This is an optimization exercise on Yosys and OpenROAD, whose aim is small area, not a production implementation.
The RTL was checked by simulation tests, not by an equivalence proof against the original design.
Power figures rest on the tool's default switching activity, not on a simulated workload.

Design rv_pipe, start of the top module:
module rv_pipe (
    input  logic                        clk_i,
    input  logic                        arst_n_i,
    input  logic                        inst_valid_i,
    input  logic [32-1:0]         inst_addr_i,
    input  logic [32-1:0]         inst_i,
    output logic                        wb_we_o,
    output logic [5-1:0]   wb_waddr_o,
    output logic [32-1:0]         wb_wdata_o
);
Size: about 2900 cells after synthesis, roughly 1100 flip-flops.
Settings: LEC_CHECK=0, CAP_MARGIN=20, CORE_MARGIN=2, CORE_UTILIZATION=55, CTS_BUF_LIST=sky130_fd_sc_hd__clkbuf_4, PLACE_DENSITY=0.7, SLEW_MARGIN=20, SYNTH_HIERARCHICAL=1; clock period 6.5 ns.
run.sh (not shown) runs the stock make flow with config.mk's settings and CLKGATE_MAP_FILE= SYNTH_SCRIPT=/design/flow/synth_recipe.tcl, a recipe that flattens the netlist after the stock synthesis.
Next try:
Settings changed: CORE_UTILIZATION 55 to 40, CTS_BUF_LIST sky130_fd_sc_hd__clkbuf_4 to unset, PLACE_DENSITY 0.7 to 0.6.
This time the run completed and failed the layout checks on setup timing.
First-iteration DRC count decreases by 0.55%.
Maximum frequency fell by 1.3%.
Utilization fell by 17 points.
Clock skew came out lower by 0.12 ns.
Power went up by 3.9%.
Area after synthesis is unchanged.
Sequential power barely changes.
Routed wire length is higher by 1.5%.


Another version of the RTL of rv_pipe (not shown whole).
Size in the first run: about 3900 cells after synthesis, about 110 I/O pins.
Settings: LEC_CHECK=0, CAP_MARGIN=20, CORE_MARGIN=2, CORE_UTILIZATION=60, PLACE_DENSITY=0.72, SETUP_SLACK_MARGIN=0.2, SLEW_MARGIN=20, SYNTH_HIERARCHICAL=1; clock period 6.5 ns.
standard.sh (not shown) runs the stock make flow with config.mk's settings and CLKGATE_MAP_FILE= SYNTH_SCRIPT=/design/flow/synth_recipe.tcl, a recipe that flattens the netlist after the stock synthesis.
==> flow/flow/run.sh <==
#!/bin/bash
# Layout: the standard ORFS flow (standard.sh) with two changes:
#  - clock tree: clkbuf_4 clock buffers, sink clusters of at most 9 within
#    40 um, and no dummy loads,
#  - port buffers: buf_1 instead of the default delay buffer.
# make's output goes to flow.log; ORFS writes each step's log under orfs/logs.
set -euo pipefail
bash standard.sh \
  "CTS_ARGS=-sink_clustering_enable -repair_clock_nets -dont_use_dummy_load -buf_list sky130_fd_sc_hd__clkbuf_4 -sink_clustering_size 9 -sink_clustering_max_diameter 40" \
  "BUFFER_PORTS_ARGS=-buffer_cell sky130_fd_sc_hd__buf_1" \
  finish > flow.log 2>&1
Rerun with:
Settings changed: CORE_UTILIZATION 60 to 50, PLACE_DENSITY 0.72 to 0.65.
What happened:
- final cell count increases by a few percent
- worst setup slack improved by 0.091 ns
- hold slack got worse by 0.13 ns
- design area climbs slightly
- wire length went up by a few percent
- total power increases slightly
- critical path depth goes down by 1
Rerun with:
==> flow/flow/run.sh (replaced) <==
#!/bin/bash
# Layout: the standard ORFS flow (standard.sh) with three changes:
#  - clock tree: clkbuf_4 clock buffers, sink clusters of at most 9 within
#    40 um, and no dummy loads,
#  - port buffers: buf_1 instead of the default delay buffer,
#  - before global placement, weak gates driving many loads get the next
#    drive strength (flow/upsize_hf.tcl), which saves buffers.
# make's output goes to flow.log; ORFS writes each step's log under orfs/logs.
set -euo pipefail
here=$(pwd)
bash standard.sh \
  "CTS_ARGS=-sink_clustering_enable -repair_clock_nets -dont_use_dummy_load -buf_list sky130_fd_sc_hd__clkbuf_4 -sink_clustering_size 9 -sink_clustering_max_diameter 40" \
  "BUFFER_PORTS_ARGS=-buffer_cell sky130_fd_sc_hd__buf_1" \
  "PRE_GLOBAL_PLACE_TCL=$here/flow/upsize_hf.tcl" \
  finish > flow.log 2>&1
==> flow/flow/upsize_hf.tcl (new file) <==
# Before global placement: a logic gate (not a flip-flop or buffer) that
# drives 10 or more loads and has the smallest drive of its family is given
# the next drive strength up, so that fewer buffers are needed on the
# register file's select, clear and set lines.
set n 0
set db [ord::get_db]
set block [ord::get_db_block]
foreach inst [$block getInsts] {
  set m [[$inst getMaster] getName]
  if {![regexp {^(sky130_fd_sc_hd__[a-z0-9]+)_([01])$} $m -> fam sz]} { continue }
  if {[regexp {__(df|edf|sdf|dl|buf|clkbuf|conb|tap|fill|decap|inv|clkinv)} $fam]} { continue }
  set to ${fam}_2
  if {[$db findMaster $to] eq "NULL"} { continue }
  set fo 0
  foreach it [$inst getITerms] {
    if {[$it isOutputSignal]} {
      set net [$it getNet]
      if {$net ne "NULL"} { foreach x [$net getITerms] { if {[$x isInputSignal]} { incr fo } } }
    }
  }
  if {$fo >= 10} {
    replace_cell [$inst getName] $to
    incr n
  }
}
puts "upsize_hf: resized $n gates"
Outcome: Die area stays the same. Flip-flop and latch count does not change. Final area hardly moves. Core utilization shrinks by 0.14 points. Synthesized area does not change. Non-clock buffer count shrinks by 66. Hold slack improves by 0.059 ns. Combinational power is about the same.


run 1:
rv_pipe, a different RTL version from the one above (not shown whole).
For scale: ~1100 flip-flops, about 46000 µm² of cells after synthesis.
clock: 6.5 ns
lec_check: 0
cap_margin: 20
core_margin: 2
core_utilization: 50
place_density: 0.65
setup_slack_margin: 0.2
slew_margin: 20
synth_hierarchical: 1
==> flow/flow/run.sh <==
#!/bin/bash
# Layout: the standard ORFS flow (standard.sh) with two changes:
#  - clock tree: clkbuf_4 clock buffers, sink clusters of at most 9 within
#    40 um, and no dummy loads,
#  - port buffers: buf_1 instead of the default delay buffer.
# make's output goes to flow.log; ORFS writes each step's log under orfs/logs.
set -euo pipefail
bash standard.sh \
  "CTS_ARGS=-sink_clustering_enable -repair_clock_nets -dont_use_dummy_load -buf_list sky130_fd_sc_hd__clkbuf_4 -sink_clustering_size 9 -sink_clustering_max_diameter 40" \
  "BUFFER_PORTS_ARGS=-buffer_cell sky130_fd_sc_hd__buf_1" \
  finish > flow.log 2>&1
Run 1 has completed all stages; timing, DRC and antenna checks passed.
### run 1 -> run 2
==> flow/flow/run.sh <==
#!/bin/bash
# Layout: the standard ORFS flow (standard.sh) with three changes:
#  - clock tree: clkbuf_4 clock buffers, sink clusters of at most 9 within
#    40 um, and no dummy loads,
#  - port buffers: buf_1 instead of the default delay buffer,
#  - before global placement, weak gates driving many loads get the next
#    drive strength (flow/upsize_hf.tcl), which saves buffers.
# make's output goes to flow.log; ORFS writes each step's log under orfs/logs.
set -euo pipefail
here=$(pwd)
bash standard.sh \
  "CTS_ARGS=-sink_clustering_enable -repair_clock_nets -dont_use_dummy_load -buf_list sky130_fd_sc_hd__clkbuf_4 -sink_clustering_size 9 -sink_clustering_max_diameter 40" \
  "BUFFER_PORTS_ARGS=-buffer_cell sky130_fd_sc_hd__buf_1" \
  "PRE_GLOBAL_PLACE_TCL=$here/flow/upsize_hf.tcl" \
  finish > flow.log 2>&1
==> flow/flow/upsize_hf.tcl (new file) <==
# Before global placement: a logic gate (not a flip-flop or buffer) that
# drives 10 or more loads and has the smallest drive of its family is given
# the next drive strength up, so that fewer buffers are needed on the
# register file's select, clear and set lines.
set n 0
set db [ord::get_db]
set block [ord::get_db_block]
foreach inst [$block getInsts] {
  set m [[$inst getMaster] getName]
  if {![regexp {^(sky130_fd_sc_hd__[a-z0-9]+)_([01])$} $m -> fam sz]} { continue }
  if {[regexp {__(df|edf|sdf|dl|buf|clkbuf|conb|tap|fill|decap|inv|clkinv)} $fam]} { continue }
  set to ${fam}_2
  if {[$db findMaster $to] eq "NULL"} { continue }
  set fo 0
  foreach it [$inst getITerms] {
    if {[$it isOutputSignal]} {
      set net [$it getNet]
      if {$net ne "NULL"} { foreach x [$net getITerms] { if {[$x isInputSignal]} { incr fo } } }
    }
  }
  if {$fo >= 10} {
    replace_cell [$inst getName] $to
    incr n
  }
}
puts "upsize_hf: resized $n gates"
Findings:
The reported clock group power on run 2 is in line with that on run 1. The wire length number comes out lower for run 2 vs run 1. Run 2: minimum clock period after layout 0.40 ns below run 1. Delta (run 2 minus run 1): multi-input logic portion of the cell area moved up, final-layout clock buffer total moved down, final core utilization moved down, via count moved down, final instance area moved down. Comparing run 1 against run 2, there is no change at all in width of the chip.

[static timing again, ports no longer ideal]
How much do the figures lean on ideal ports? The routed layouts below were timed once more, with nothing changed but the port constraints.
Step 1: set_driving_cell puts a clkbuf_16 on clk_i and a buf_2 on each other input, an assumption about the parent block.
Step 2, shift: input delay + t, output delay - t, t = (earliest + latest rising clock arrival at the registers) / 2. This alone moves slack from input paths to output paths.
Three values: ideal, step 1, step 2; two values: the first two.
run	shift t [ns]	slack for setup (ns)	hold WS [ns]	clock arrival spread, ns	pins driven straight from the clock port
the first run of note 1	1.244	0.059 / 0.059 / 0.059	0.390 / 0.390 / 0.390	0.145 / 0.145	1
the second run of note 1	0.794	-0.025 / -0.025 / -0.025	0.382 / 0.382 / 0.382	0.027 / 0.027	1
the first run of note 2	1.116	0.341 / 0.341 / 0.341	0.289 / 0.243 / 0.493	0.176 / 0.176	1
the second run of note 2	1.213	0.433 / 0.433 / 0.433	0.157 / 0.114 / 0.476	0.162 / 0.163	1
the third run of note 2	1.180	0.566 / 0.566 / 0.566	0.217 / 0.168 / 0.489	0.140 / 0.140	1
run 1	1.217	0.197 / 0.197 / 0.197	0.020 / -0.029 / 0.477	0.123 / 0.122	1
run 2	1.140	0.596 / 0.596 / 0.596	0.257 / 0.207 / 0.465	0.128 / 0.128	1
